From an optimization exercise on the open Yosys and OpenROAD flow, aimed at small area; shortcuts taken in it are not production practice.
Only simulation tests tie the RTL to the original design; equivalence was not proved.

==> design.v <==
`default_nettype none
package game2048Pkg;
    localparam int LineBits = 4 * 4;
    localparam int BoardBits = LineBits * 4;
    localparam logic [3:0] S_I     = 4'b0000;
    localparam logic [3:0] S_WAIT  = 4'b0001;
    localparam logic [3:0] S_WAITP = 4'b0011;
    localparam logic [3:0] S_LEFT  = 4'b0100;
    localparam logic [3:0] S_UP    = 4'b0101;
    localparam logic [3:0] S_RIGHT = 4'b0110;
    localparam logic [3:0] S_DOWN  = 4'b0111;
    localparam logic [3:0] S_WIN   = 4'b1000;
    localparam logic [3:0] S_WIN1  = 4'b1001;
    localparam logic [3:0] S_LOSE  = 4'b1010;
    localparam logic [3:0] S_LOSE1 = 4'b1011;
    function automatic logic [12-1:0] tileColor(input logic [4-1:0] exponent);
        case (exponent)
            4'd0:  tileColor = 12'h666;
            4'd1:  tileColor = 12'hEDC;
            4'd2:  tileColor = 12'hC98;
            4'd3:  tileColor = 12'hD95;
            4'd4:  tileColor = 12'hF84;
            4'd5:  tileColor = 12'hF65;
            4'd6:  tileColor = 12'hF33;
            4'd7:  tileColor = 12'hEB4;
            4'd8:  tileColor = 12'hFB0;
            4'd9:  tileColor = 12'h8B5;
            4'd10: tileColor = 12'h4AD;
            default: tileColor = 12'h15D;
        endcase
    endfunction
endpackage
`default_nettype wire
`default_nettype none
module lineSlider (
    input  logic [game2048Pkg::LineBits-1:0] lineIn,
    output logic [game2048Pkg::LineBits-1:0] lineOut
);
    localparam int T = 4;
    logic [game2048Pkg::LineBits-1:0] work;
    always_comb begin
        logic [T-1:0] x, y;
        logic xz, m;
        work = lineIn;
        for (int s = 1; s < 4; s++) begin
            for (int k = s - 1; k >= 0; k--) begin
                x = work[k*T +: T];
                y = work[(k+1)*T +: T];
                xz = (x == '0);
                m = xz || (x == y);
                work[k*T +: T] = m ? y + {{(T-1){1'b0}}, !xz} : x;
                work[(k+1)*T +: T] = m ? '0 : y;
            end
        end
        lineOut = work;
    end
endmodule
`default_nettype wire
`default_nettype none
module moveNetwork (
    input  logic                              Clk,
    input  logic [game2048Pkg::BoardBits-1:0] boardIn,
    input  logic                              flip,
    input  logic [1:0]                        keyDir,
    input  logic                              moving,
    input  logic [1:0]                        dir,
    output logic [game2048Pkg::BoardBits-1:0] boardOut
);
    localparam int T = 4;
    localparam int N = 4;
    localparam int H = N / 2;
    localparam int LB = game2048Pkg::LineBits;
    logic [1:0] turn;
    logic [H*LB-1:0] linesIn;
    logic [H*LB-1:0] linesOut;
    logic [H*LB-1:0] held;
    assign turn = (moving ? dir : keyDir) ^ {flip, 1'b0};
    logic [7:0] pick;
    always_comb begin
        for (int i = 0; i < 8; i++) begin
            pick[i] = ({moving, turn} == 3'(i));
        end
    end
    always_comb begin
        for (int j = 0; j < H; j++) begin
            for (int k = 0; k < N; k++) begin
                linesIn[(j*N+k)*T +: T] =
                      ({T{pick[0]}} & boardIn[(j*N+k)*T +: T])
                    | ({T{pick[1]}} & boardIn[(k*N+N-1-j)*T +: T])
                    | ({T{pick[2]}} & boardIn[((N-1-j)*N+N-1-k)*T +: T])
                    | ({T{pick[3]}} & boardIn[((N-1-k)*N+j)*T +: T])
                    | ({T{pick[4]}} & boardIn[((j+H)*N+k)*T +: T])
                    | ({T{pick[5]}} & boardIn[(k*N+N-1-j-H)*T +: T])
                    | ({T{pick[6]}} & boardIn[((N-1-j-H)*N+N-1-k)*T +: T])
                    | ({T{pick[7]}} & boardIn[((N-1-k)*N+j+H)*T +: T]);
            end
        end
    end
    for (genvar j = 0; j < H; j++) begin : gSlide
        lineSlider lineSlider_i (
            .lineIn (linesIn[j*LB +: LB]),
            .lineOut(linesOut[j*LB +: LB])
        );
    end
    always_ff @(posedge Clk) begin
        held <= linesOut;
    end
    assign boardOut = {linesOut, held};
endmodule
`default_nettype wire
`default_nettype none
module gameBoard (
    input  logic                              Clk,
    input  logic [3:0]                        st,
    input  logic [1:0]                        keyDir,
    output logic [game2048Pkg::BoardBits-1:0] board,
    output logic                              flip,
    output logic                              winFound,
    output logic                              boardFull
);
    localparam int T = 4;
    localparam int N = 4;
    localparam int NC = N * N;
    logic [game2048Pkg::BoardBits-1:0] moved;
    logic [game2048Pkg::BoardBits-1:0] placed;
        logic [NC-1:0] empty;
    logic [NC-1:0] placeFirst;
    logic [NC-1:0] placeLast;
    logic [NC-1:0] place;
    logic pendingNow;
    logic moving;
    assign pendingNow = (st == game2048Pkg::S_WAITP);
    assign moving = (st[3:2] == 2'b01);
    always_comb begin
        winFound = 1'b0;
        for (int n = 0; n < NC; n++) begin
            empty[n] = (board[n*T +: T] == '0);
            winFound = winFound | (board[n*T +: T] == T'(11));
        end
        boardFull = (empty == '0);
    end
    always_comb begin
        logic seenFirst, seenLast;
        seenFirst = 1'b0;
        seenLast = 1'b0;
        for (int n = 0; n < NC; n++) begin
            placeFirst[n] = empty[n] & !seenFirst;
            seenFirst = seenFirst | empty[n];
            placeLast[NC-1-n] = empty[NC-1-n] & !seenLast;
            seenLast = seenLast | empty[NC-1-n];
        end
        place = flip ? placeLast : placeFirst;
    end
    always_comb begin
        placed = board;
        for (int n = 0; n < NC; n++) begin
            placed[n*T] = board[n*T] | (pendingNow & place[n]);
        end
    end
    moveNetwork moveNetwork_i (
        .Clk     (Clk),
        .boardIn (placed),
        .flip    (flip),
        .keyDir  (keyDir),
        .moving  (moving),
        .dir     (st[1:0]),
        .boardOut(moved)
    );
    logic isI;
    logic selH, selV, selP;
    logic [game2048Pkg::BoardBits-1:0] boardNext;
    assign isI = (st == game2048Pkg::S_I);
    assign selH = moving & !st[0];
    assign selV = moving & st[0];
    assign selP = !moving & !isI;
    always_comb begin
        for (int r = 0; r < N; r++) begin
            for (int c = 0; c < N; c++) begin
                boardNext[(r*N+c)*T +: T] =
                      ({T{selH}} & moved[(r*N+c)*T +: T])
                    | ({T{selV}} & moved[(c*N+N-1-r)*T +: T])
                    | ({T{selP}} & placed[(r*N+c)*T +: T]);
            end
        end
        boardNext[0] = boardNext[0] | isI;
    end
    logic [game2048Pkg::BoardBits-1:0] boardN;
    assign board = ~boardN;
    always_ff @(posedge Clk) begin
        boardN <= ~boardNext;
        if (isI) begin
            flip <= 1'b0;
        end
        else if (moving) begin
            flip <= st[1] ^ st[0];
        end
    end
endmodule
`default_nettype wire
`default_nettype none
module gameFsm (
    input  logic                   Clk,
    input  logic                   Reset,
    input  logic [3:0]             keys,
    input  logic                   winFound,
    input  logic                   boardFull,
    output logic [3:0]             st,
    output logic [1:0]             keyDir,
    output logic [7:0]             state,
    output logic [12-1:0] background
);
    logic [3:0] nextSt;
    always_comb begin
        if (keys[3])      keyDir = 2'b01;
        else if (keys[2]) keyDir = 2'b11;
        else if (keys[1]) keyDir = 2'b00;
        else              keyDir = 2'b10;
    end
    always_comb begin
        casez (st)
            4'b00?1: begin
                if (winFound)       nextSt = game2048Pkg::S_WIN;
                else if (boardFull) nextSt = game2048Pkg::S_LOSE;
                else if (keys != 4'b0) nextSt = {2'b01, keyDir};
                else                nextSt = game2048Pkg::S_WAIT;
            end
            4'b0000, 4'b01??: nextSt = game2048Pkg::S_WAITP;
            4'b10??: nextSt = {st[3:2], st[1], 1'b1};
            default: nextSt = game2048Pkg::S_I;
        endcase
    end
    always_ff @(posedge Clk or posedge Reset) begin
        if (Reset) begin
            st <= game2048Pkg::S_I;
        end
        else begin
            st <= nextSt;
        end
    end
    always_comb begin
        state = 8'h00;
        casez (st)
            4'b0000: state = 8'h01;
            4'b00?1: state = 8'h02;
            4'b0100: state = 8'h20;
            4'b0101: state = 8'h04;
            4'b0110: state = 8'h10;
            4'b0111: state = 8'h08;
            4'b100?: state = 8'h40;
            4'b101?: state = 8'h80;
            default: state = 8'h00;
        endcase
    end
    always_comb begin
        if (st == game2048Pkg::S_WIN1)       background = 12'h080;
        else if (st == game2048Pkg::S_LOSE1) background = 12'h800;
        else                                 background = 12'hFFF;
    end
endmodule
`default_nettype wire
`default_nettype none
module boardRenderer (
    input  logic [19:0]                       pos,
    input  logic                              bright,
    input  logic [game2048Pkg::BoardBits-1:0] board,
    input  logic                              flip,
    input  logic [12-1:0]            background,
    output logic [12-1:0]            rgb
);
    logic [9:0] h;
    logic [9:0] v;
    logic inX, inY;
    logic [1:0] cellRow, cellCol;
    logic [1:0] sr, sc;
    assign h = pos[19:10];
    assign v = pos[9:0];
    always_comb begin
        inX = (h >= 10'd380 && h < 10'd421) || (h >= 10'd425 && h < 10'd466)
           || (h >= 10'd470 && h < 10'd511) || (h >= 10'd515 && h < 10'd556);
        inY = (v >= 10'd180 && v < 10'd221) || (v >= 10'd225 && v < 10'd266)
           || (v >= 10'd270 && v < 10'd311) || (v >= 10'd315 && v < 10'd356);
        cellCol[1] = h >= 10'd466;
        cellCol[0] = (h >= 10'd425 && h < 10'd466) || h >= 10'd511;
        cellRow[1] = v >= 10'd266;
        cellRow[0] = (v >= 10'd225 && v < 10'd266) || v >= 10'd315;
    end
    assign sr = cellRow ^ {2{flip}};
    assign sc = cellCol ^ {2{flip}};
    always_comb begin
        if (!bright) begin
            rgb = '0;
        end
        else if (inX && inY) begin
            rgb = game2048Pkg::tileColor(board[{sr, sc}*4 +: 4]);
        end
        else begin
            rgb = background;
        end
    end
endmodule
`default_nettype wire
`default_nettype none
module game2048Top (
    input  logic                   Clk,
    input  logic                   Reset,
    input  logic [3:0]             keys,
    input  logic [19:0]            pos,
    input  logic                   bright,
    output logic [7:0]             state,
    output logic [12-1:0] rgb,
    output logic [12-1:0] background
);
    logic [game2048Pkg::BoardBits-1:0] board;
    logic [3:0] st;
    logic [1:0] keyDir;
    logic flip;
    logic winFound;
    logic boardFull;
    gameFsm gameFsm_i (
        .Clk       (Clk),
        .Reset     (Reset),
        .keys      (keys),
        .winFound  (winFound),
        .boardFull (boardFull),
        .st        (st),
        .keyDir    (keyDir),
        .state     (state),
        .background(background)
    );
    gameBoard gameBoard_i (
        .Clk      (Clk),
        .st       (st),
        .keyDir   (keyDir),
        .board    (board),
        .flip     (flip),
        .winFound (winFound),
        .boardFull(boardFull)
    );
    boardRenderer boardRenderer_i (
        .pos       (pos),
        .bright    (bright),
        .board     (board),
        .flip      (flip),
        .background(background),
        .rgb       (rgb)
    );
endmodule
`default_nettype wire
==> flow/run.sh <==
#!/bin/bash
# Layout flow: the standard layout (standard.sh) with these changes:
#  - synthesis: the technology mapping step (Yosys's abc call in ORFS's synth.tcl) runs the
#    area-only ABC script flow/area.abc instead of ORFS's delay-driven one, adders are left to
#    that step (no ADDER_MAP_FILE), and no buffers are put between output ports that carry
#    the same net (SYNTH_INSBUF=0); every other synthesis step, registers included, is
#    unchanged;
#  - port buffers are sky130_fd_sc_hd__buf_1 (every input and output port still gets one);
#  - clock tree synthesis inserts no dummy loads.
set -euo pipefail
W=$(pwd)

# ORFS's synth.tcl with the one abc call changed to use flow/area.abc
sed 's|log_cmd abc {\*}$abc_args|log_cmd abc -script '"$W"'/flow/area.abc {*}[lrange $abc_args 2 end]|' \
    "$FLOW_HOME/scripts/synth.tcl" > "$W/area_synth.tcl"
grep -q "flow/area.abc" "$W/area_synth.tcl"

# The standard flow's synthesis script, sourcing that copy
sed 's|source $::env(SCRIPTS_DIR)/synth.tcl|source '"$W"'/area_synth.tcl|' \
    "$W/synth_recipe.tcl" > "$W/area_synth_recipe.tcl"
grep -q "area_synth.tcl" "$W/area_synth_recipe.tcl"

# standard.sh with that synthesis script
sed 's|SYNTH_SCRIPT=[^ ]*|SYNTH_SCRIPT='"$W"'/area_synth_recipe.tcl|' \
    "$W/standard.sh" > "$W/area_standard.sh"
grep -q "area_synth_recipe.tcl" "$W/area_standard.sh"

export BUFFER_PORTS_ARGS="-buffer_cell sky130_fd_sc_hd__buf_1"
export ADDER_MAP_FILE=
export SYNTH_INSBUF=0
export CTS_ARGS="-sink_clustering_enable -repair_clock_nets -dont_use_dummy_load"

bash "$W/area_standard.sh" "$@" > "$W/flow_make.log" 2>&1
==> flow/area.abc <==
strash
dc2
dch -f
amap -m
topo
==> standard.sh <==
#!/bin/bash
# synth_recipe.tcl (not shown) runs the flow's synth.tcl, then flattens the netlist and writes it again
# the make line also repeats each setting of config.mk as NAME=value (left out here)
make -C /OpenROAD-flow-scripts/flow DESIGN_CONFIG=/design/flow/config.mk WORK_HOME=/design/flow/orfs CLKGATE_MAP_FILE= SYNTH_SCRIPT=/design/flow/synth_recipe.tcl "${@:-finish}"
==> config.mk <==
export PLATFORM = sky130hd
export DESIGN_NAME = game2048Top
export DESIGN_NICKNAME = game2048Top
export VERILOG_FILES = /design/flow/design.v
export SDC_FILE = /design/flow/constraint.sdc
export NUM_CORES = 4
export LEC_CHECK = 0
export ABC_AREA = 1
export CAP_MARGIN = 5
export CORE_MARGIN = 2
export CORE_UTILIZATION = 40
export GPL_TIMING_DRIVEN = 0
export SLEW_MARGIN = 5
==> constraint.sdc <==
create_clock -name core_clock -period 40.0 [get_ports {Clk}]
set_input_delay 8.0000 -clock core_clock [delete_from_list [all_inputs] [get_ports {Clk}]]
set_output_delay 8.0000 -clock core_clock [all_outputs]
set_load 0.01 [all_outputs]
==> flow_summary_export.csv, run 1 <==
group,metric,value,unit
final_layout,antenna_cells,0,
cts,h-tree-depth,3,
sta,fin_skew,0.01951,ns
synthesis,synthSimpleGateAreaFrac,27.03,%
final_layout,layoutNonFillerInstCount,1512,
synthesis,synthArstFlopShare,3.960,%
sta,hold_ws,0.4292,ns
synthesis,yosysSeqAreaShare,26.08,%
detailed_routing,drtPass1Iterations,8,
synthesis,synth_top_family_by_area,"compound AO/OA/AOI/OAI gates",
sta,fin_setup_tns,0,ns
global_routing,grt_usage,31.68,%
sta,fin_ws,19.12,ns
final_layout,areaGrowthSynthToFinish,12.39,%
place,dp.cells,1502,
cts,clockBufferDepth,2,
sta,hold_viol,0,
synthesis,muxShareOfSynthArea,0,%
sta,fin_crit_sh,52.21,%
hold_path,hp-class,"register to register",
floorplan,coreArea,0.01933,mm2
floorplan,std_cell_rows,51,
sta,drv_slew,0,
setup_path,crit_required,32.00,ns
synthesis,ys.flop_type,"dfxtp_1",
detailed_routing,vias_per_cell,6.767,
global_routing,overflow,0,
final_layout,drive_gt1_share,2.245,%
synthesis,synth_fp_nets,1197,
global_routing,antenna_found_initial,0,
final_layout,nets,1276,
global_routing,grt_pass1_wl,50630,um
sta,fmax,0.04788,GHz
sta,slew_headroom,9.474,%
place,io_buffer_count,58,
sta,period_needed,20.88,ns
synthesis,synthCells,1170,
floorplan,io_pins,59,
place,place_ws,19.21,ns
floorplan,dieHeight,143.9,um
detailed_routing,first_iter_violations,1372,
synthesis,synth_fa_ha_area_share,0,%
setup_path,crit_arrival,12.88,ns
cts,path_clk_slew,0.07,ns
synthesis,synth_cell_types,44,
detailed_routing,drc,0,
cts,cts_resized,0,
detailed_routing,post_drt_wl_per_cell,22.05,um
synthesis,syn_area,0.007829,mm2
synthesis,ys_ff_latch,101,
setup_path,crit_path_start_kind,"input pin",
sta,rsz0062_at_grt,"false",
floorplan,dieArea,0.02071,mm2
setup_path,worst-setup-path-type,"input pin to output port",
synthesis,synth_edf_count,0,
sta,worst_slew_pin_slew,1.358,ns
global_routing,grt_max_degree,42,
synthesis,synth-compound-area-share,39.67,%
cts,cts_hold_buf,0,
synthesis,yosysWarnings,5,
cts,cts_inserted_buffers,9,
cts,cts_tree,"built",
cts,clock-sinks,101,
detailed_routing,num_vias,10232,
setup_path,end_kind,"output port",
sta,setup_viol,0,
setup_path,path_max_fanout,28,
detailed_routing,ant_nets,0,
place,dpl.hpwl,25050,um
detailed_routing,drt_wl_total,33340,um
run,drv_cap,0,
floorplan,start_util,40.49,%
global_routing,grt_pass1_vias,8915,
synthesis,syn_area_per_cell,6.691,um2
cts,insertion_delay,0.36,ns
outcome,status,"complete, no violations",
floorplan,die_w,143.9,um
cts,cts_root_buf,"clkbuf_16",
cts,cts_setup_buffers,0,
synthesis,synth_xor_area_share,0.2237,%
place,place.gp.congestion,1.018,
==> cells by family after synthesis <==
kind of cell | Yosys count
and+or+nand+nor | 469
buffers and inverters | 146
DFF | 101
AOI/OAI and AO/OA | 452
xor gates and xnor gates | 2
==> sequential cells by signal, summed over array words and instances, names as in the netlist <==
signal and count:
gameBoard_i.boardN 64, gameBoard_i.flip 1, gameBoard_i.moveNetwork_i.held 32, gameFsm_i.st 4
==> worst paths after layout <==
| check | startpoint | end | slack (ns) | cells past startpoint |
|---|---|---|---|---|
| min in group asynchronous | Reset | gameFsm_i.st[3] | 7.48 | 2 |
| worst max register to register | gameFsm_i.st[2] | gameBoard_i.boardN[61] | 26.48 | 40 |
| worst min register to register | gameBoard_i.moveNetwork_i.held[25] | gameBoard_i.boardN[21] | 0.43 | 1 |
| max in group asynchronous | Reset | gameFsm_i.st[1] | 32.39 | 2 |
| worst min-delay path | gameBoard_i.moveNetwork_i.held[25] | gameBoard_i.boardN[21] | 0.43 | 1 |
| worst max-delay path | pos[9] | rgb[3] | 19.12 | 20 |
==> layout by cell type, fill, tap and decap left out, types with 5 or more instances in the layout <==
cell,netlist,final
nor2b_1,9,9
a221oi_1,46,46
nor3_1,31,30
a22oi_1,5,5
nor4_1,54,54
o221ai_1,28,28
nand4_1,9,9
o21ai_0,47,45
a2111oi_0,8,5
a31oi_1,15,15
a21oi_1,80,80
a222oi_1,32,32
buf_1,0,58
o21a_1,9,9
nor2_1,265,262
clkinv_1,146,146
clkbuf_16,0,9
o32ai_1,9,9
and3_1,8,8
nor4b_1,7,7
o22ai_1,146,146
or2_0,10,10
or4_1,5,5
nand2_1,54,54
dfxtp_1,97,97
nand3_1,8,7
==> metrics by stage <==
step | util [%] | cell area (um2)
6_report | 45.51 | 8798
5_1_grt | 45.51 | 8798
4_1_cts | 45.23 | 8746
3_5_place_dp | 44.07 | 8521
3_3_place_gp | 43.33 | 8378
2_1_floorplan | - | 7829
==> cell type report <==
type                    instances  area (um2)
fillers                      2049       10540
multi-input cells             923        5301
clock buffers                   9       225.2
well taps                     265       331.6
flip-flops and latches        101        2042
repair buffers                 68       350.3
inverters                     146       548.0
==> worst max-delay path, stage by stage <==
cell and delay (ns):
buf_1 0.07, or2_0 0.25, o21ai_0 0.28, nand2_1 0.08, nor2_1 0.17, o21ai_0 0.15, nor2b_1 0.19, o21ai_2 0.53
buf_8 0.24, clkinv_1 0.63, a22oi_1 0.40, o22ai_1 0.14, o22a_1 0.21, o22ai_1 0.31, clkinv_1 0.23, nor2_1 0.22
nor2_1 0.09, or3_1 0.35, a31oi_1 0.16, buf_1 0.17
==> Yosys cell counts, types with 10 or more instances <==
cell / number / area share, %
a31oi_1: 15 / 1.2
dfxtp_1: 97 / 25
clkinv_1: 146 / 7.0
o22ai_1: 146 / 12
nor3_1: 31 / 2.0
nand2_1: 54 / 2.6
a221oi_1: 46 / 5.1
o21ai_0: 47 / 3.0
a222oi_1: 32 / 4.1
o221ai_1: 28 / 3.1
or2_0: 10 / 0.80
nor4_1: 54 / 4.3
nor2_1: 265 / 13
a21oi_1: 80 / 5.1
==> metal layers <==
layer	up-vias	part of all wire (%)	GRT usage [%]
li1	4734	-	-
met1	4637	40	41.19
met2	722	42	48.77
met3	139	12	7.631
met4	0	5.6	16.15
met5	-	0	0
==> run 2, diff against run 1 <==
--- a/flow/run.sh
+++ b/flow/run.sh
@@ -8,3 +8,3 @@
 #  - port buffers are sky130_fd_sc_hd__buf_1 (every input and output port still gets one);
-#  - clock tree synthesis inserts no dummy loads.
+#  - clock tree synthesis builds its tree of sky130_fd_sc_hd__clkbuf_8 and inserts no dummy loads.
 set -euo pipefail
@@ -30,3 +30,3 @@
 export SYNTH_INSBUF=0
-export CTS_ARGS="-sink_clustering_enable -repair_clock_nets -dont_use_dummy_load"
+export CTS_ARGS="-sink_clustering_enable -repair_clock_nets -dont_use_dummy_load -root_buf sky130_fd_sc_hd__clkbuf_8 -buf_list sky130_fd_sc_hd__clkbuf_8"
 
==> flow/area.abc (replaced) <==
strash
dc2
dch -f
amap -m
mfs3 -a
topo
==> run 2 against run 1 <==
  * Clock skew up 0.022 ns
  * Synthesized cell count down 2.6%
  * Still clean on timing, DRC and antenna
  * Utilization up 0.12 points
  * Area after synthesis down 1.1%
  * Via count down 1.9%
  * Global-route usage up 0.41 points
  * Worst setup slack worse by 0.069 ns
  * Critical path depth down 2
  * Cell count down 2.4%
  * Sequential cell count unchanged
==> flow_summary_export.csv, run 2 <==
group,metric,value,unit
synthesis,synth_xor_area_share,0.2262,%
final_layout,regMostFlops,"gameBoard_i.boardN",
global_routing,grt_max_degree,48,
cts,cts_inserted_buffers,9,
detailed_routing,ant_nets,0,
cts,path_clk_slew,0.11,ns
floorplan,dieArea,0.02049,mm2
synthesis,synth_edf_count,0,
global_routing,grt_usage,32.09,%
setup_path,worstRegToRegCells,38,
place,dp.cells,1467,
setup_path,path_buf_inv,6,
detailed_routing,drc,0,
synthesis,synth_top_family_by_area,"compound AO/OA/AOI/OAI gates",
synthesis,synthSimpleGateAreaFrac,27.32,%
synthesis,synth_common_cells,"nor2_1 (241), o22ai_1 (146), clkinv_1 (128)",
cts,insertion_delay,0.41,ns
setup_path,crit_arrival,12.95,ns
final_layout,layoutNonFillerInstCount,1476,
synthesis,synth_fp_nets,1167,
synthesis,ys_ff_latch,101,
place,place.gp.congestion,1.019,
detailed_routing,drtPass1Iterations,9,
sta,fin_ws,19.05,ns
setup_path,critPathMostFrequentCell,"clkinv_1",
sta,fin_skew,0.04118,ns
sta,slew_headroom,13.35,%
sta,worst_slew_pin_slew,1.300,ns
sta,period_needed,20.95,ns
sta,rsz0062_at_grt,"false",
detailed_routing,vias_per_cell,6.804,
synthesis,synth-compound-area-share,39.88,%
final_layout,final_common_cell,"nor2_1",
global_routing,antenna_found_initial,0,
synthesis,yosysSeqAreaShare,26.37,%
detailed_routing,num_vias,10042,
final_layout,largestRegisters,"gameBoard_i.boardN: 64 flops, gameBoard_i.moveNetwork_i.held: 32 flops, gameFsm_i.st: 4 flops",
detailed_routing,first_iter_violations,1640,
synthesis,synth_fa_ha_area_share,0,%
detailed_routing,drt_wl_total,33730,um
synthesis,yosysWarnings,5,
outcome,status,"complete, no violations",
floorplan,std_cell_rows,50,
detailed_routing,post_drt_wl_per_cell,22.85,um
synthesis,post-synth-top-count-cell,"nor2_1",
synthesis,yosys-top-cells-area,"dfxtp_1 (25%), o22ai_1 (12%), nor2_1 (12%), clkinv_1 (6.2%), a221oi_1 (5.2%)",
synthesis,synthCells,1140,
synthesis,syn_area,0.007744,mm2
floorplan,coreArea,0.01883,mm2
hold_path,hp-class,"register to register",
floorplan,die_w,143.1,um
synthesis,synthArstFlopShare,3.960,%
synthesis,muxShareOfSynthArea,0,%
setup_path,path_cells,"buf_1, or2_0, o21ai_0, nand2_1, nor2_1, o21ai_0, nor2b_1, o21ai_2, buf_8, clkinv_1, o221ai_1, nand3_1, a32oi_1, clkinv_1, nor2_1, clkinv_1, a41oi_1, buf_1",
setup_path,worst-setup-path-type,"input pin to output port",
setup_path,crit_required,32.00,ns
cts,clockBufferDepth,2,
setup_path,cpPeakStageDelay,0.68,ns
sta,fmax,0.04773,GHz
setup_path,path_max_fanout,28,
final_layout,seq_area,0.002042,mm2
cts,clock-sinks,101,
final_layout,antenna_cells,0,
synthesis,synth_cell_types,45,
sta,fin_crit_sh,52.38,%
setup_path,rrSetupSlack,26.90,ns
global_routing,overflow,0,
setup_path,crit_cells,18,
run,drv_cap,0,
sta,hold_viol,0,
final_layout,multi_input_area,0.005288,mm2
place,io_buffer_count,58,
synthesis,syn_area_per_cell,6.793,um2
final_layout,nets,1245,
floorplan,start_util,41.12,%
synthesis,yosysTopAreaCellShare,25.08,%
place,place_ws,19.23,ns
sta,drv_slew,0,
cts,cts_hold_buf,0,
hold_path,min_path_cells,1,
final_layout,drive_gt1_share,2.385,%
final_layout,areaGrowthSynthToFinish,10.94,%
synthesis,ys.flop_type,"dfxtp_1",
setup_path,crit_path_start_kind,"input pin",
cts,h-tree-depth,3,
floorplan,io_pins,59,
cts,cts_setup_buffers,0,
cts,cts_root_buf,"clkbuf_8",
sta,hold_ws,0.4272,ns
global_routing,grt_pass1_vias,8880,
sta,setup_viol,0,
global_routing,grt_pass1_wl,50830,um
final_layout,fillers,1982,
final_layout,layout_common_cells,"nor2_1 (239), o22ai_1 (146), clkinv_1 (128), dfxtp_1 (97), a21oi_1 (80)",
cts,cts_tree,"built",
sta,fin_setup_tns,0,ns
setup_path,crit_slowest_cell,"clkinv_1",
final_layout,largest_reg_flops,64,
setup_path,end_kind,"output port",
place,dpl.hpwl,25450,um
synthesis,yosys.area.top_type,"dfxtp_1",
cts,cts_resized,0,
floorplan,dieHeight,143.1,um
setup_path,crit_family,"compound AO/OA/AOI/OAI gates",
run 2: cell types whose count changed after synthesis, moves of 4 or more:
cell / before / now
clkinv_1: 146 / 128
nor2_1: 265 / 241
nor4_1: 54 / 50
nor2b_1: 9 / 14
nand2b_1: 0 / 5
and2_0: 3 / 9
run 2: metal layers:
layer	share of wire (%)	global-route usage, %	vias up
met4	5.8	16.36	0
met1	41	41.83	4589
met3	11	7.076	134
met5	0	0	-
li1	-	-	4650
met2	42	49.74	669
run 2: worst paths after layout:
kind                                                    start                      to
setup reg to reg                              gameFsm_i.st[2]  gameBoard_i.boardN[49]
max in group asynchronous                               Reset         gameFsm_i.st[3]
setup / recovery                                       pos[9]                  rgb[2]
min in group asynchronous                               Reset         gameFsm_i.st[2]
hold / removal             gameBoard_i.moveNetwork_i.held[22]  gameBoard_i.boardN[22]
hold reg to reg            gameBoard_i.moveNetwork_i.held[22]  gameBoard_i.boardN[22]
run 2: through the flow:
step | area (um2) | util (%)
final | 8591 | 45.62
after global routing | 8591 | 45.62
after CTS | 8568 | 45.50
after detailed placement | 8444 | 44.84
after global placement | 8287 | 44.01
after floorplan | 7744 | -
run 2: logic make-up (layout without fill, tap and decap cells):
group,Yosys count,in the layout
and+or+nand+nor,459,459
AOI/OAI and AO/OA,450,450
buffers and inverters,128,204
DFF,101,101
xor gates and xnor gates,2,2
run 2: cell type report:
class / instances / share of cell area [%]
inverters: 128 / 5.593
repair buffers: 67 / 3.860
well taps: 260 / 3.787
clock buffers: 9 / 1.442
multi-input cells: 911 / 61.55
flip-flops and latches: 101 / 23.77
run 2: worst register-to-register path, delay by kind of cell (launching register included):
| kind | cells | cell delay [ns] |
|---|---|---|
| AO/OA/AOI/OAI | 13 | 5.11 |
| flip-flops | 1 | 0.38 |
| AND/OR/NAND/NOR | 18 | 4.85 |
| buffers and inverters | 7 | 2.60 |
==> run 3, diff against run 2 <==
--- a/design.v
+++ b/design.v
@@ -132,3 +132,3 @@
     assign pendingNow = (st == game2048Pkg::S_WAITP);
-    assign moving = (st[3:2] == 2'b01);
+    assign moving = !st[3] & st[2];
     always_comb begin
@@ -171,3 +171,3 @@
     logic [game2048Pkg::BoardBits-1:0] boardNext;
-    assign isI = (st == game2048Pkg::S_I);
+    assign isI = (st[3:2] == 2'b00) & !st[0];
     assign selH = moving & !st[0];
@@ -226,5 +226,4 @@
             end
-            4'b0000, 4'b01??: nextSt = game2048Pkg::S_WAITP;
-            4'b10??: nextSt = {st[3:2], st[1], 1'b1};
-            default: nextSt = game2048Pkg::S_I;
+            4'b00?0, 4'b01??: nextSt = game2048Pkg::S_WAITP;
+            default: nextSt = {2'b10, st[1], 1'b1};
         endcase
@@ -242,3 +241,3 @@
         casez (st)
-            4'b0000: state = 8'h01;
+            4'b00?0: state = 8'h01;
             4'b00?1: state = 8'h02;
@@ -248,5 +247,4 @@
             4'b0111: state = 8'h08;
-            4'b100?: state = 8'h40;
-            4'b101?: state = 8'h80;
-            default: state = 8'h00;
+            4'b1?0?: state = 8'h40;
+            default: state = 8'h80;
         endcase
@@ -254,5 +252,7 @@
     always_comb begin
-        if (st == game2048Pkg::S_WIN1)       background = 12'h080;
-        else if (st == game2048Pkg::S_LOSE1) background = 12'h800;
-        else                                 background = 12'hFFF;
+        casez (st)
+            4'b1?01: background = 12'h080;
+            4'b1?11: background = 12'h800;
+            default: background = 12'hFFF;
+        endcase
     end
==> run 3 against run 2 <==
  * Via count is 0.80% higher
  * Still clean
  * Highest routed layer unchanged
  * Register-to-register slack improved by 0.31 ns
  * First-iteration DRC count is 4.1% higher
  * Die area hardly changed
  * Worst setup slack worse by 0.58 ns
==> flow_summary_export.csv, run 3 <==
group,metric,value,unit
setup_path,r2r-end,"gameBoard_i.boardN[39]",
detailed_routing,num_vias,10122,
place,place.gp.congestion,1.103,
synthesis,yosysTopAreaCellShare,25.06,%
final_layout,regMostFlops,"gameBoard_i.boardN",
global_routing,grt_pass1_wl,51810,um
synthesis,yosysWarnings,5,
cts,clockBufferDepth,2,
cts,h-tree-depth,3,
global_routing,grt_pass1_vias,8950,
synthesis,yosysSeqAreaShare,26.36,%
final_layout,largest_reg_flops,64,
final_layout,nets,1243,
synthesis,post-synth-top-count-cell,"nor2_1",
synthesis,yosys.area.top_type,"dfxtp_1",
outcome,status,"complete, no violations",
detailed_routing,drt_wl_total,33160,um
setup_path,rr_startpoint,"gameFsm_i.st[3]",
cts,cts_resized,0,
setup_path,rrSetupSlack,27.21,ns
floorplan,io_pins,59,
setup_path,cp-endpoint,"rgb[0]",
sta,period_needed,21.53,ns
final_layout,layout_common_cells,"nor2_1 (235), o22ai_1 (143), clkinv_1 (139), dfxtp_1 (97), a21oi_1 (70)",
cts,cts_root_buf,"clkbuf_8",
final_layout,areaGrowthSynthToFinish,11.77,%
sta,rsz0062_at_grt,"false",
cts,path_clk_slew,0.08,ns
synthesis,yosys-top-cells-area,"dfxtp_1 (25%), o22ai_1 (12%), nor2_1 (11%), clkinv_1 (6.7%), a222oi_1 (5.6%)",
sta,hold_viol,0,
final_layout,largestRegisters,"gameBoard_i.boardN: 64 flops, gameBoard_i.moveNetwork_i.held: 32 flops, gameFsm_i.st: 4 flops",
final_layout,drive_gt1_share,2.471,%
synthesis,synth_edf_count,0,
setup_path,crit_arrival,13.53,ns
setup_path,worst-setup-path-type,"input pin to output port",
synthesis,syn_area,0.007747,mm2
global_routing,grt_usage,32.53,%
sta,fin_skew,0.02618,ns
sta,worst_slew_pin_slew,1.332,ns
global_routing,antenna_found_initial,0,
synthesis,synth_fp_nets,1164,
sta,fin_crit_sh,53.82,%
floorplan,dieArea,0.02050,mm2
cts,clock-sinks,101,
sta,fmax,0.04645,GHz
detailed_routing,post_drt_wl_per_cell,22.50,um
cts,cts_inserted_buffers,9,
detailed_routing,drtPass1Iterations,9,
setup_path,crit_path_start_kind,"input pin",
synthesis,ys_ff_latch,101,
detailed_routing,first_iter_violations,1707,
place,io_buffer_count,58,
cts,cts_tree,"built",
sta,setup_viol,0,
detailed_routing,ant_nets,0,
setup_path,worstRegToRegCells,43,
cts,insertion_delay,0.39,ns
detailed_routing,vias_per_cell,6.867,
synthesis,ys.flop_type,"dfxtp_1",
synthesis,syn_area_per_cell,6.814,um2
setup_path,path_max_fanout,30,
synthesis,synthCells,1137,
floorplan,std_cell_rows,50,
final_layout,antenna_cells,0,
cts,cts_hold_buf,0,
synthesis,synth_common_cells,"nor2_1 (237), o22ai_1 (143), clkinv_1 (139)",
detailed_routing,drc,0,
floorplan,dieHeight,143.2,um
global_routing,grt_max_degree,36,
floorplan,coreArea,0.01883,mm2
floorplan,die_w,143.2,um
hold_path,hp-class,"register to register",
global_routing,overflow,0,
setup_path,end_kind,"output port",
floorplan,start_util,41.14,%
cts,cts_setup_buffers,0,
final_layout,final_common_cell,"nor2_1",
final_layout,fillers,1971,
sta,fin_setup_tns,0,ns
synthesis,synth_cell_types,46,
place,dpl.hpwl,24780,um
run,drv_cap,0,
sta,slew_headroom,11.00,%
synthesis,synthArstFlopShare,3.960,%
setup_path,crit_required,32.00,ns
setup_path,crit_start,"pos[5]",
sta,drv_slew,0,
-- run 3: cell types whose count changed after synthesis, moves of 5 or more --
cell       delta
a21oi_1      -10
and3_1        -6
clkinv_1     +11
nor4b_1       -7
a222oi_1     +11
a2111oi_0     +7
a221oi_1     -16
nor3_1        -5
and2_0        -5
-- run 3: metrics by stage --
stage / util (%) / hold WS, ns / worst slack, ns / instances / area (um2)
after floorplan: - / 0.4111 / 17.93 / 1137 / 7747
after global placement: 44.03 / 0.4283 / 15.61 / 1455 / 8290
after detailed placement: 45.22 / 0.4293 / 18.64 / 1465 / 8514
after CTS: 45.87 / 0.4290 / 18.62 / 1474 / 8638
after global routing: 45.99 / 0.4570 / 17.93 / 1474 / 8660
final: 45.99 / 0.4284 / 18.47 / 1474 / 8660
-- run 3: kinds of logic after synthesis --
group	share of synthesized area [%]
compound gates	41.75
xor+xnor	0.1131
buf+inv	6.734
flops	26.36
simple gates	25.05
-- run 3: worst min-delay path by stage --
stage	to	slack [ns]	cells past startpoint	startpoint
2_1_floorplan	gameBoard_i.boardN[0]	0.41	1	gameBoard_i.moveNetwork_i.held[0]
3_5_place_dp	gameBoard_i.boardN[1]	0.43	1	gameBoard_i.moveNetwork_i.held[13]
3_3_place_gp	gameBoard_i.boardN[0]	0.43	1	gameBoard_i.moveNetwork_i.held[0]
4_1_cts	gameBoard_i.boardN[19]	0.43	1	gameBoard_i.moveNetwork_i.held[11]
5_1_grt	gameBoard_i.boardN[22]	0.46	1	gameBoard_i.moveNetwork_i.held[26]
6_report	gameBoard_i.boardN[19]	0.43	1	gameBoard_i.moveNetwork_i.held[11]
-- run 3: metal layers --
metal | GRT usage [%] | up-vias | wire length [um]
li1 | - | 4651 | -
met1 | 42.56 | 4637 | 13460
met2 | 48.45 | 689 | 13510
met3 | 8.484 | 145 | 3953
met4 | 18.24 | 0 | 2243
met5 | 0 | - | 0
-- run 3: worst max-delay path, cell delays in order --
cell	delay, ns
buf_1	0.13
or2_0	0.26
or4_1	0.43
o31a_1	0.26
a21oi_1	0.23
nor2_1	0.10
nor2_1	0.16
nand2_1	0.08
o21ai_2	0.26
clkinv_1	0.91
a221oi_1	0.57
a31oi_1	0.12
o22a_1	0.29
o22ai_1	0.56
clkinv_1	0.34
nor3_1	0.32
nor2_1	0.07
nor2_1	0.09
nor2_1	0.05
nor2_1	0.08
nor2_1	0.04
buf_1	0.16
-- run 3: layout make-up --
| cell class | count | area (um2) | share of cell area (%) |
|---|---|---|---|
| multi-input cells | 897 | 5263 | 60.77 |
| flip-flops and latches | 101 | 2042 | 23.58 |
| inverters | 139 | 521.8 | 6.025 |
| repair buffers | 68 | 384.1 | 4.436 |
| well taps | 260 | 325.3 | 3.757 |
| clock buffers | 9 | 123.9 | 1.430 |
==> run 4, diff against run 3 <==
--- a/design.v
+++ b/design.v
@@ -132,3 +132,3 @@
     assign pendingNow = (st == game2048Pkg::S_WAITP);
-    assign moving = !st[3] & st[2];
+    assign moving = (st[3:2] == 2'b01);
     always_comb begin
@@ -171,3 +171,3 @@
     logic [game2048Pkg::BoardBits-1:0] boardNext;
-    assign isI = (st[3:2] == 2'b00) & !st[0];
+    assign isI = (st == game2048Pkg::S_I);
     assign selH = moving & !st[0];
@@ -226,4 +226,5 @@
             end
-            4'b00?0, 4'b01??: nextSt = game2048Pkg::S_WAITP;
-            default: nextSt = {2'b10, st[1], 1'b1};
+            4'b0000, 4'b01??: nextSt = game2048Pkg::S_WAITP;
+            4'b10??: nextSt = {st[3:2], st[1], 1'b1};
+            default: nextSt = game2048Pkg::S_I;
         endcase
@@ -241,3 +242,3 @@
         casez (st)
-            4'b00?0: state = 8'h01;
+            4'b0000: state = 8'h01;
             4'b00?1: state = 8'h02;
@@ -247,4 +248,5 @@
             4'b0111: state = 8'h08;
-            4'b1?0?: state = 8'h40;
-            default: state = 8'h80;
+            4'b100?: state = 8'h40;
+            4'b101?: state = 8'h80;
+            default: state = 8'h00;
         endcase
@@ -252,7 +254,5 @@
     always_comb begin
-        casez (st)
-            4'b1?01: background = 12'h080;
-            4'b1?11: background = 12'h800;
-            default: background = 12'hFFF;
-        endcase
+        if (st == game2048Pkg::S_WIN1)       background = 12'h080;
+        else if (st == game2048Pkg::S_LOSE1) background = 12'h800;
+        else                                 background = 12'hFFF;
     end
@@ -271,19 +271,25 @@
     logic [9:0] v;
-    logic inX, inY;
-    logic [1:0] cellRow, cellCol;
-    logic [1:0] sr, sc;
     assign h = pos[19:10];
     assign v = pos[9:0];
+    logic [3:0] rowAt, colAt;
+    logic [3:0] rowSel, colSel;
+    logic [3:0] tile;
+    always_comb begin
+        for (int i = 0; i < 4; i++) begin
+            colAt[i] = (h >= 10'(380 + 45*i)) && (h < 10'(380 + 45*i + 41));
+            rowAt[i] = (v >= 10'(180 + 45*i)) && (v < 10'(180 + 45*i + 41));
+        end
+    end
     always_comb begin
-        inX = (h >= 10'd380 && h < 10'd421) || (h >= 10'd425 && h < 10'd466)
-           || (h >= 10'd470 && h < 10'd511) || (h >= 10'd515 && h < 10'd556);
-        inY = (v >= 10'd180 && v < 10'd221) || (v >= 10'd225 && v < 10'd266)
-           || (v >= 10'd270 && v < 10'd311) || (v >= 10'd315 && v < 10'd356);
-        cellCol[1] = h >= 10'd466;
-        cellCol[0] = (h >= 10'd425 && h < 10'd466) || h >= 10'd511;
-        cellRow[1] = v >= 10'd266;
-        cellRow[0] = (v >= 10'd225 && v < 10'd266) || v >= 10'd315;
+        for (int i = 0; i < 4; i++) begin
+            rowSel[i] = flip ? rowAt[4-1-i] : rowAt[i];
+            colSel[i] = flip ? colAt[4-1-i] : colAt[i];
+        end
+        tile = '0;
+        for (int i = 0; i < 4; i++) begin
+            for (int j = 0; j < 4; j++) begin
+                tile = tile | ({4{rowSel[i] & colSel[j]}} & board[(i*4+j)*4 +: 4]);
+            end
+        end
     end
-    assign sr = cellRow ^ {2{flip}};
-    assign sc = cellCol ^ {2{flip}};
     always_comb begin
@@ -292,4 +298,4 @@
         end
-        else if (inX && inY) begin
-            rgb = game2048Pkg::tileColor(board[{sr, sc}*4 +: 4]);
+        else if (rowAt != '0 && colAt != '0) begin
+            rgb = game2048Pkg::tileColor(tile);
         end
==> flow/run.sh (replaced) <==
#!/bin/bash
# Layout flow: the standard layout (standard.sh) with these changes:
#  - synthesis: the technology mapping step (Yosys's abc call in ORFS's synth.tcl) runs an
#    area-only ABC script instead of ORFS's delay-driven one, adders are left to that step
#    (no ADDER_MAP_FILE), and no buffers are put between output ports that carry the same net
#    (SYNTH_INSBUF=0); every other synthesis step, registers included, is unchanged. The
#    synthesis is tried with each of flow/area1.abc, area2.abc and area3.abc (some ABC
#    versions stop on the don't-care step of the first two), and the layout uses the script
#    that gave the smallest netlist;
#  - port buffers are sky130_fd_sc_hd__buf_1 (every input and output port still gets one);
#  - clock tree synthesis builds its tree of sky130_fd_sc_hd__clkbuf_8 and inserts no dummy loads.
# Each tool's output goes to logs in this folder: try<N>.log for the trial syntheses,
# flow_make.log for the layout, and ORFS's own per-step logs under orfs/logs.
set -euo pipefail
W=$(pwd)

# ORFS's synth.tcl with the one abc call changed to use the script in AREA_ABC_SCRIPT
sed 's|log_cmd abc {\*}$abc_args|log_cmd abc -script $::env(AREA_ABC_SCRIPT) {*}[lrange $abc_args 2 end]|' \
    "$FLOW_HOME/scripts/synth.tcl" > "$W/area_synth.tcl"
grep -q "AREA_ABC_SCRIPT" "$W/area_synth.tcl"

# The standard flow's synthesis script, sourcing that copy
sed 's|source $::env(SCRIPTS_DIR)/synth.tcl|source '"$W"'/area_synth.tcl|' \
    "$W/synth_recipe.tcl" > "$W/area_synth_recipe.tcl"
grep -q "area_synth.tcl" "$W/area_synth_recipe.tcl"

# standard.sh with that synthesis script
sed 's|SYNTH_SCRIPT=[^ ]*|SYNTH_SCRIPT='"$W"'/area_synth_recipe.tcl|' \
    "$W/standard.sh" > "$W/area_standard.sh"
grep -q "area_synth_recipe.tcl" "$W/area_standard.sh"

export ADDER_MAP_FILE=
export SYNTH_INSBUF=0
export BUFFER_PORTS_ARGS="-buffer_cell sky130_fd_sc_hd__buf_1"
export CTS_ARGS="-sink_clustering_enable -repair_clock_nets -dont_use_dummy_load -root_buf sky130_fd_sc_hd__clkbuf_8 -buf_list sky130_fd_sc_hd__clkbuf_8"

# trial syntheses, each in a folder of its own
best=""
bestArea=""
for i in 1 2 3; do
    sed 's|WORK_HOME=[^ ]*|WORK_HOME='"$W"'/try'"$i"'/orfs|' "$W/area_standard.sh" > "$W/try$i.sh"
    if AREA_ABC_SCRIPT="$W/flow/area$i.abc" bash "$W/try$i.sh" synth > "$W/try$i.log" 2>&1; then
        area=$(grep "Chip area for module" "$W/try$i/orfs/reports/"*/game2048Top/base/synth_stat.txt | awk '{print $NF}')
        echo "area$i.abc: $area" >> "$W/try.log"
        if [[ -n "$area" ]] && { [[ -z "$best" ]] || awk "BEGIN { exit !($area < $bestArea) }"; }; then
            best=$i
            bestArea=$area
        fi
    else
        echo "area$i.abc: failed" >> "$W/try.log"
    fi
done
[[ -n "$best" ]]
echo "using area$best.abc" >> "$W/try.log"

AREA_ABC_SCRIPT="$W/flow/area$best.abc" bash "$W/area_standard.sh" "$@" > "$W/flow_make.log" 2>&1
==> flow/area1.abc (new file) <==
strash
dc2
dch -f
amap -m
mfs3 -ae
topo
==> flow/area2.abc (new file) <==
strash
dc2
dch -f
amap -m
mfs3 -a
topo
==> flow/area3.abc (new file) <==
strash
dc2
dch -f
amap -m
topo
removed: flow/area.abc
==> run 4 against run 3 <==
  * Still clean on timing, DRC and antenna
  * Cell area decreased by 3.5%
  * Cell count decreased by 3.7%
  * First-iteration DRC count decreased by 28%
  * Global-route usage decreased by 0.55 points
  * Worst setup slack improved by 1.1 ns
  * Area after synthesis decreased by 1.9%
  * Critical path depth increased by 15
  * Routed wire length decreased by 1.2%
  * Non-clock buffer count decreased by 5
  * Sequential cell count unchanged
==> flow_summary_export.csv, run 4 <==
group,metric,value,unit
cts,path_clk_slew,0.10,ns
global_routing,grt.met3_usage,6.446,%
sta,fmax,0.04893,GHz
setup_path,crit_path_start_kind,"input pin",
cts,cts_resized,0,
final_layout,largest_reg_flops,64,
detailed_routing,post_drt_wl_per_cell,23.07,um
floorplan,io_pins,59,
final_layout,final_common_cell,"nor2_1",
final_layout,multi_input_area,0.005184,mm2
sta,fin_skew,0.02338,ns
global_routing,grt_max_degree,40,
synthesis,post-synth-top-count-cell,"nor2_1",
detailed_routing,num_vias,9881,
floorplan,coreArea,0.01871,mm2
sta,worst_slew_pin_slew,1.371,ns
global_routing,grt_usage,31.98,%
sta,fin_crit_sh,51.09,%
global_routing,busiest_layer,"met2",
cts,cts_inserted_buffers,9,
place,io_buffer_count,58,
cts,cts_tree,"built",
run,drv_cap,0,
synthesis,synthArstFlopShare,3.960,%
floorplan,dieArea,0.02012,mm2
cts,clockBufferDepth,2,
synthesis,yosys-top-cells-area,"dfxtp_1 (26%), o22ai_1 (13%), nor2_1 (12%), clkinv_1 (5.6%), a21oi_1 (4.9%)",
global_routing,grtUsageMet1,41.62,%
global_routing,antenna_found_initial,0,
detailed_routing,first_iter_violations,1223,
floorplan,dieHeight,141.9,um
floorplan,start_util,40.64,%
synthesis,ys_ff_latch,101,
setup_path,path_buf_inv,8,
final_layout,utilization,44.70,%
place,dp.cells,1410,
floorplan,die_w,141.9,um
setup_path,worstRegToRegCells,33,
synthesis,syn_area,0.007602,mm2
final_layout,areaGrowthSynthToFinish,9.974,%
detailed_routing,drtPass1Iterations,8,
final_layout,fillers,1990,
sta,drv_slew,0,
synthesis,synth_common_cells,"nor2_1 (248), o22ai_1 (160), clkinv_1 (114)",
sta,fin_setup_tns,0,ns
synthesis,yosysTopAreaCellShare,25.54,%
detailed_routing,drc,0,
synthesis,synth_edf_count,0,
sta,hold_viol,0,
setup_path,crit_required,40.22,ns
cts,cts_setup_buffers,0,
cts,cts_root_buf,"clkbuf_8",
global_routing,grt_pass1_vias,8838,
hold_path,min_path_cells,1,
synthesis,syn_area_per_cell,6.824,um2
sta,hold_ws,0.4405,ns
global_routing,overflow,0,
hold_path,hp-class,"register to register",
synthesis,yosysSeqAreaShare,26.86,%
synthesis,synth_cell_types,45,
cts,cts_hold_buf,0,
place,placed_area,0.008213,mm2
detailed_routing,vias_per_cell,6.958,
setup_path,crit_cells,37,
final_layout,largestRegisters,"gameBoard_i.boardN: 64 flops, gameBoard_i.moveNetwork_i.held: 32 flops, gameFsm_i.st: 4 flops",
place,place.gp.congestion,0.9908,
setup_path,path_max_fanout,29,
detailed_routing,ant_nets,0,
synthesis,synthCells,1114,
final_layout,layoutNonFillerInstCount,1420,
cts,insertion_delay,0.41,ns
floorplan,std_cell_rows,50,
final_layout,regMostFlops,"gameBoard_i.boardN",
synthesis,yosys.area.top_type,"dfxtp_1",
detailed_routing,drt_wl_total,32770,um
place,dpl.hpwl,23910,um
sta,setup_viol,0,
cts,h-tree-depth,3,
final_layout,antenna_cells,0,
synthesis,synth_fp_nets,1141,
final_layout,seq_area,0.002042,mm2
cts,clock-sinks,101,
setup_path,end_kind,"register",
setup_path,crit_slowest_cell,"o32ai_1",
setup_path,crit_family,"compound AO/OA/AOI/OAI gates",
final_layout,design_area,0.008361,mm2
global_routing,gr-usage-met2,48.31,%
global_routing,grt_pass1_wl,49810,um
final_layout,drive_gt1_share,1.855,%
final_layout,layout_common_cells,"nor2_1 (246), o22ai_1 (160), clkinv_1 (114), dfxtp_1 (97), a21oi_1 (75)",
setup_path,cpPeakStageDelay,1.11,ns
synthesis,ys.flop_type,"dfxtp_1",
sta,period_needed,20.44,ns
setup_path,crit_arrival,20.66,ns
sta,rsz0062_at_grt,"false",
synthesis,yosysWarnings,5,
setup_path,worst-setup-path-type,"input pin to register",
setup_path,critPathMostFrequentCell,"clkinv_1",
final_layout,nets,1215,
sta,slew_headroom,7.784,%
outcome,status,"complete, no violations",
[run 4: metal layers]
layer | share of wire, % | vias to the layer above
met1 | 40 | 4478
met3 | 10 | 178
met5 | 0 | -
met2 | 42 | 661
met4 | 7.4 | 0
li1 | - | 4564
[run 4: area by class of cell]
cell class | instances | share of cell area, %
Clock buffer | 9 | 1.482
Inverter | 114 | 5.118
Multi-Input combinational cell | 899 | 62.00
Sequential cell | 101 | 24.42
Tap cell | 234 | 3.502
Timing Repair Buffer | 63 | 3.472
[run 4: cells by family (layout without fill, tap and decap cells)]
| logic type | count (synthesis) | after routing | share of synthesized area [%] |
|---|---|---|---|
| AOI/OAI and AO/OA | 433 | 433 | 39.30 |
| muxes | 1 | 1 | 0.1317 |
| buffers and inverters | 114 | 186 | 5.629 |
| xor gates and xnor gates | 2 | 2 | 0.2305 |
| DFF | 101 | 101 | 26.86 |
| and+or+nand+nor | 463 | 463 | 27.85 |
[run 4: path summary, 6_finish.rpt]
kind                                                    start  slack [ns]                      to
min in group asynchronous                               Reset        7.41         gameFsm_i.st[3]
setup reg to reg                             gameBoard_i.flip       25.77  gameBoard_i.boardN[56]
hold / removal             gameBoard_i.moveNetwork_i.held[16]        0.44  gameBoard_i.boardN[16]
hold reg to reg            gameBoard_i.moveNetwork_i.held[16]        0.44  gameBoard_i.boardN[16]
max in group asynchronous                               Reset       32.46         gameFsm_i.st[1]
setup / recovery                                      keys[2]       19.56  gameBoard_i.boardN[56]
[run 4: through the flow]
step	setup WS, ns
2_1_floorplan	21.30
3_3_place_gp	19.01
3_5_place_dp	19.84
4_1_cts	20.20
5_1_grt	18.60
6_report	19.56
==> run 5, diff against run 4 <==
--- a/design.v
+++ b/design.v
@@ -77,6 +77,14 @@
     assign turn = (moving ? dir : keyDir) ^ {flip, 1'b0};
-    logic [7:0] pick;
+    logic [game2048Pkg::BoardBits-1:0] quarter;
     always_comb begin
-        for (int i = 0; i < 8; i++) begin
-            pick[i] = ({moving, turn} == 3'(i));
+        for (int r = 0; r < N; r++) begin
+            for (int c = 0; c < N; c++) begin
+                quarter[(r*N+c)*T +: T] = turn[0] ? boardIn[(c*N+N-1-r)*T +: T] : boardIn[(r*N+c)*T +: T];
+            end
+        end
+    end
+    logic [3:0] pick;
+    always_comb begin
+        for (int i = 0; i < 4; i++) begin
+            pick[i] = ({moving, turn[1]} == 2'(i));
         end
@@ -87,10 +95,6 @@
                 linesIn[(j*N+k)*T +: T] =
-                      ({T{pick[0]}} & boardIn[(j*N+k)*T +: T])
-                    | ({T{pick[1]}} & boardIn[(k*N+N-1-j)*T +: T])
-                    | ({T{pick[2]}} & boardIn[((N-1-j)*N+N-1-k)*T +: T])
-                    | ({T{pick[3]}} & boardIn[((N-1-k)*N+j)*T +: T])
-                    | ({T{pick[4]}} & boardIn[((j+H)*N+k)*T +: T])
-                    | ({T{pick[5]}} & boardIn[(k*N+N-1-j-H)*T +: T])
-                    | ({T{pick[6]}} & boardIn[((N-1-j-H)*N+N-1-k)*T +: T])
-                    | ({T{pick[7]}} & boardIn[((N-1-k)*N+j+H)*T +: T]);
+                      ({T{pick[0]}} & quarter[(j*N+k)*T +: T])
+                    | ({T{pick[1]}} & quarter[((N-1-j)*N+N-1-k)*T +: T])
+                    | ({T{pick[2]}} & quarter[((j+H)*N+k)*T +: T])
+                    | ({T{pick[3]}} & quarter[((N-1-j-H)*N+N-1-k)*T +: T]);
             end
==> run 5 against run 4 <==
  * Maximum frequency increased by 0.37%
  * Still clean
  * Synthesized cell count down 4.3%
  * Worst hold slack got worse by 0.019 ns
==> flow_summary_export.csv, run 5 <==
group,metric,value,unit
place,io_buffer_count,58,
final_layout,largestRegisters,"gameBoard_i.boardN: 64 flops, gameBoard_i.moveNetwork_i.held: 32 flops, gameFsm_i.st: 4 flops",
final_layout,utilization,45.40,%
synthesis,synth_edf_count,0,
synthesis,yosysWarnings,5,
floorplan,die_w,139.8,um
cts,path_clk_slew,0.10,ns
sta,fmax,0.04911,GHz
sta,rsz0062_at_grt,"false",
floorplan,start_util,40.95,%
hold_path,hp-class,"register to register",
detailed_routing,ant_nets,0,
detailed_routing,post_drt_wl_per_cell,21.06,um
setup_path,cpPeakStageDelay,0.73,ns
setup_path,critPathMostFrequentCell,"nor2_1",
sta,setup_viol,0,
final_layout,layout_common_cells,"nor2_1 (201), o22ai_1 (184), clkinv_1 (129), dfxtp_1 (97)",
global_routing,grt_pass1_vias,8093,
sta,fin_crit_sh,50.91,%
detailed_routing,drt_wl_total,28830,um
setup_path,path_buf_inv,4,
synthesis,yosysSeqAreaShare,27.67,%
global_routing,grt_pass1_wl,45080,um
final_layout,largest_reg_flops,64,
setup_path,crit_path_start_kind,"input pin",
setup_path,crit_arrival,12.36,ns
setup_path,crit_required,32.00,ns
synthesis,post-synth-top-count-cell,"nor2_1",
cts,cts_root_buf,"clkbuf_8",
synthesis,synthCells,1066,
cts,insertion_delay,0.38,ns
global_routing,antenna_found_initial,0,
global_routing,grt_usage,28.80,%
global_routing,grt_max_degree,65,
cts,cts_setup_buffers,0,
outcome,status,"complete, no violations",
synthesis,synth_common_cells,"nor2_1 (203), o22ai_1 (184), clkinv_1 (130)",
synthesis,synth_fp_nets,1093,
floorplan,std_cell_rows,49,
sta,worst_slew_pin_slew,1.373,ns
detailed_routing,drtPass1Iterations,12,
detailed_routing,first_iter_violations,1483,
floorplan,coreArea,0.01802,mm2
floorplan,dieArea,0.01956,mm2
sta,hold_viol,0,
detailed_routing,drc,0,
sta,fin_setup_tns,0,ns
setup_path,end_kind,"output port",
final_layout,nets,1169,
setup_path,rrSetupSlack,27.93,ns
final_layout,final_common_cell,"nor2_1",
synthesis,yosys.area.top_type,"dfxtp_1",
place,place_ws,19.77,ns
sta,drv_slew,0,
place,place.gp.congestion,1.031,
detailed_routing,vias_per_cell,6.787,
final_layout,fillers,1890,
cts,cts_inserted_buffers,9,
synthesis,syn_area_per_cell,6.924,um2
synthesis,synth_cell_types,46,
cts,cts_resized,0,
synthesis,ys_ff_latch,101,
run,drv_cap,0,
cts,cts_hold_buf,0,
final_layout,antenna_cells,0,
sta,fin_skew,0.03096,ns
detailed_routing,num_vias,9292,
final_layout,regMostFlops,"gameBoard_i.boardN",
synthesis,yosysTopAreaCellShare,26.31,%
cts,clock-sinks,101,
setup_path,crit_family,"simple AND/OR/NAND/NOR gates",
synthesis,ys.flop_type,"dfxtp_1",
global_routing,overflow,0,
synthesis,synthArstFlopShare,3.960,%
cts,clockBufferDepth,2,
sta,fin_ws,19.64,ns
setup_path,path_max_fanout,6,
final_layout,areaGrowthSynthToFinish,10.87,%
setup_path,path_cells,"buf_1, a211oi_1, or3_1, nor3_1, o22ai_1, o21ai_0, or2_0, o22ai_1, nor3_1, o2111ai_1, nor4_1, clkinv_1, nor2_1, clkinv_1, o21ai_0, nor2_1, o22a_1, nor2_1, nor2_1, buf_1",
sta,period_needed,20.36,ns
final_layout,drive_gt1_share,2.105,%
setup_path,crit_slowest_cell,"nor4_1",
floorplan,dieHeight,139.8,um
synthesis,syn_area,0.007381,mm2
floorplan,io_pins,59,
cts,cts_tree,"built",
synthesis,yosys-top-cells-area,"dfxtp_1 (26%), o22ai_1 (16%), nor2_1 (10%), a222oi_1 (8.5%), clkinv_1 (6.6%)",
sta,slew_headroom,8.435,%
cts,h-tree-depth,3,
place,dpl.hpwl,22600,um
setup_path,worst-setup-path-type,"input pin to output port",
==> run 5: changes by cell type in the layout (fill, tap and decap cells not counted), moves of 7 or more <==
cell      before  now
a21oi_1       75   63
a221oi_1      41    4
a222oi_1      31   63
a31oi_1       13    6
clkinv_1     114  129
nor2_1       246  201
nor4_1        54   41
o21ai_0       33   40
o22a_1         3   11
o22ai_1      160  184
o41a_1         8    0
==> run 5: stage by stage <==
| step | cell area (um2) | cells | hold slack [ns] |
|---|---|---|---|
| floorplan | 7381 | 1066 | 0.4164 |
| global placement | 7885 | 1353 | 0.4290 |
| detailed placement | 8049 | 1360 | 0.4327 |
| CTS | 8173 | 1369 | 0.4181 |
| global route | 8183 | 1369 | 0.4327 |
| finish | 8183 | 1369 | 0.4215 |
==> run 5: kinds of logic after synthesis <==
group | share of synthesized area, %
buffers and inverters | 6.611
xor gates and xnor gates | 0.3561
and+or+nand+nor | 24.38
DFF | 27.67
AOI/OAI and AO/OA | 40.99
==> run 5: layout make-up <==
type | instances | area [um2] | share of cell area [%]
multi-input cells | 835 | 4896 | 59.83
inverters | 130 | 489.2 | 5.979
clock buffers | 9 | 123.9 | 1.514
flip-flops and latches | 101 | 2042 | 24.95
well taps | 229 | 286.5 | 3.502
repair buffers | 65 | 345.3 | 4.220
==> run 5: routing by layer <==
| layer | vias to the layer above | global-route usage [%] | wire length [um] |
|---|---|---|---|
| met5 | - | 0 | 0 |
| met4 | 0 | 11.84 | 1220 |
| met2 | 520 | 44.24 | 12430 |
| li1 | 4395 | - | - |
| met1 | 4299 | 40.06 | 12540 |
| met3 | 78 | 4.886 | 2638 |
==> run 5: final timing paths <==
kind,from,end,depth (start not counted)
worst max-delay path,pos[3],rgb[0],20
min in group asynchronous,Reset,gameFsm_i.st[0],2
worst min register to register,gameBoard_i.moveNetwork_i.held[1],gameBoard_i.boardN[1],1
worst min-delay path,gameBoard_i.moveNetwork_i.held[1],gameBoard_i.boardN[1],1
max in group asynchronous,Reset,gameFsm_i.st[3],2
worst max register to register,gameFsm_i.st[3],gameBoard_i.boardN[63],37

separate check: timing with driven ports:
How much do the figures lean on ideal ports? The routed layouts below were timed once more, with nothing changed but the port constraints.
Step 1: set_driving_cell puts a clkbuf_16 on Clk and a buf_2 on each other input, an assumption about the parent block.
Step 2 adds t to the input delays and takes it off the output delays; t is the mean of the earliest and latest rising clock arrival at the registers after step 1. Input paths then give back, and output paths get back, about the clock's delay inside the block.
Three values: ideal, step 1, step 2; two values: the first two.
run | t (ns) | setup WS [ns] | worst register clock-pin slew, ns | pins driven straight from the clock port
run 1 | 0.396 | 19.116 / 19.094 / 19.094 | 0.07 / 0.07 | 1
run 2 | 0.429 | 19.047 / 19.027 / 19.027 | 0.11 / 0.11 | 1
run 3 | 0.423 | 18.471 / 18.450 / 18.450 | 0.10 / 0.10 | 1
run 4 | 0.438 | 19.563 / 19.581 / 19.143 | 0.10 / 0.10 | 1
run 5 | 0.411 | 19.637 / 19.612 / 19.612 | 0.10 / 0.10 | 1
After both steps setup and hold are still met in every run listed. The setup slack of run 4, which loses most, moves by +0.018 ns with the drivers and by -0.420 ns with both steps.
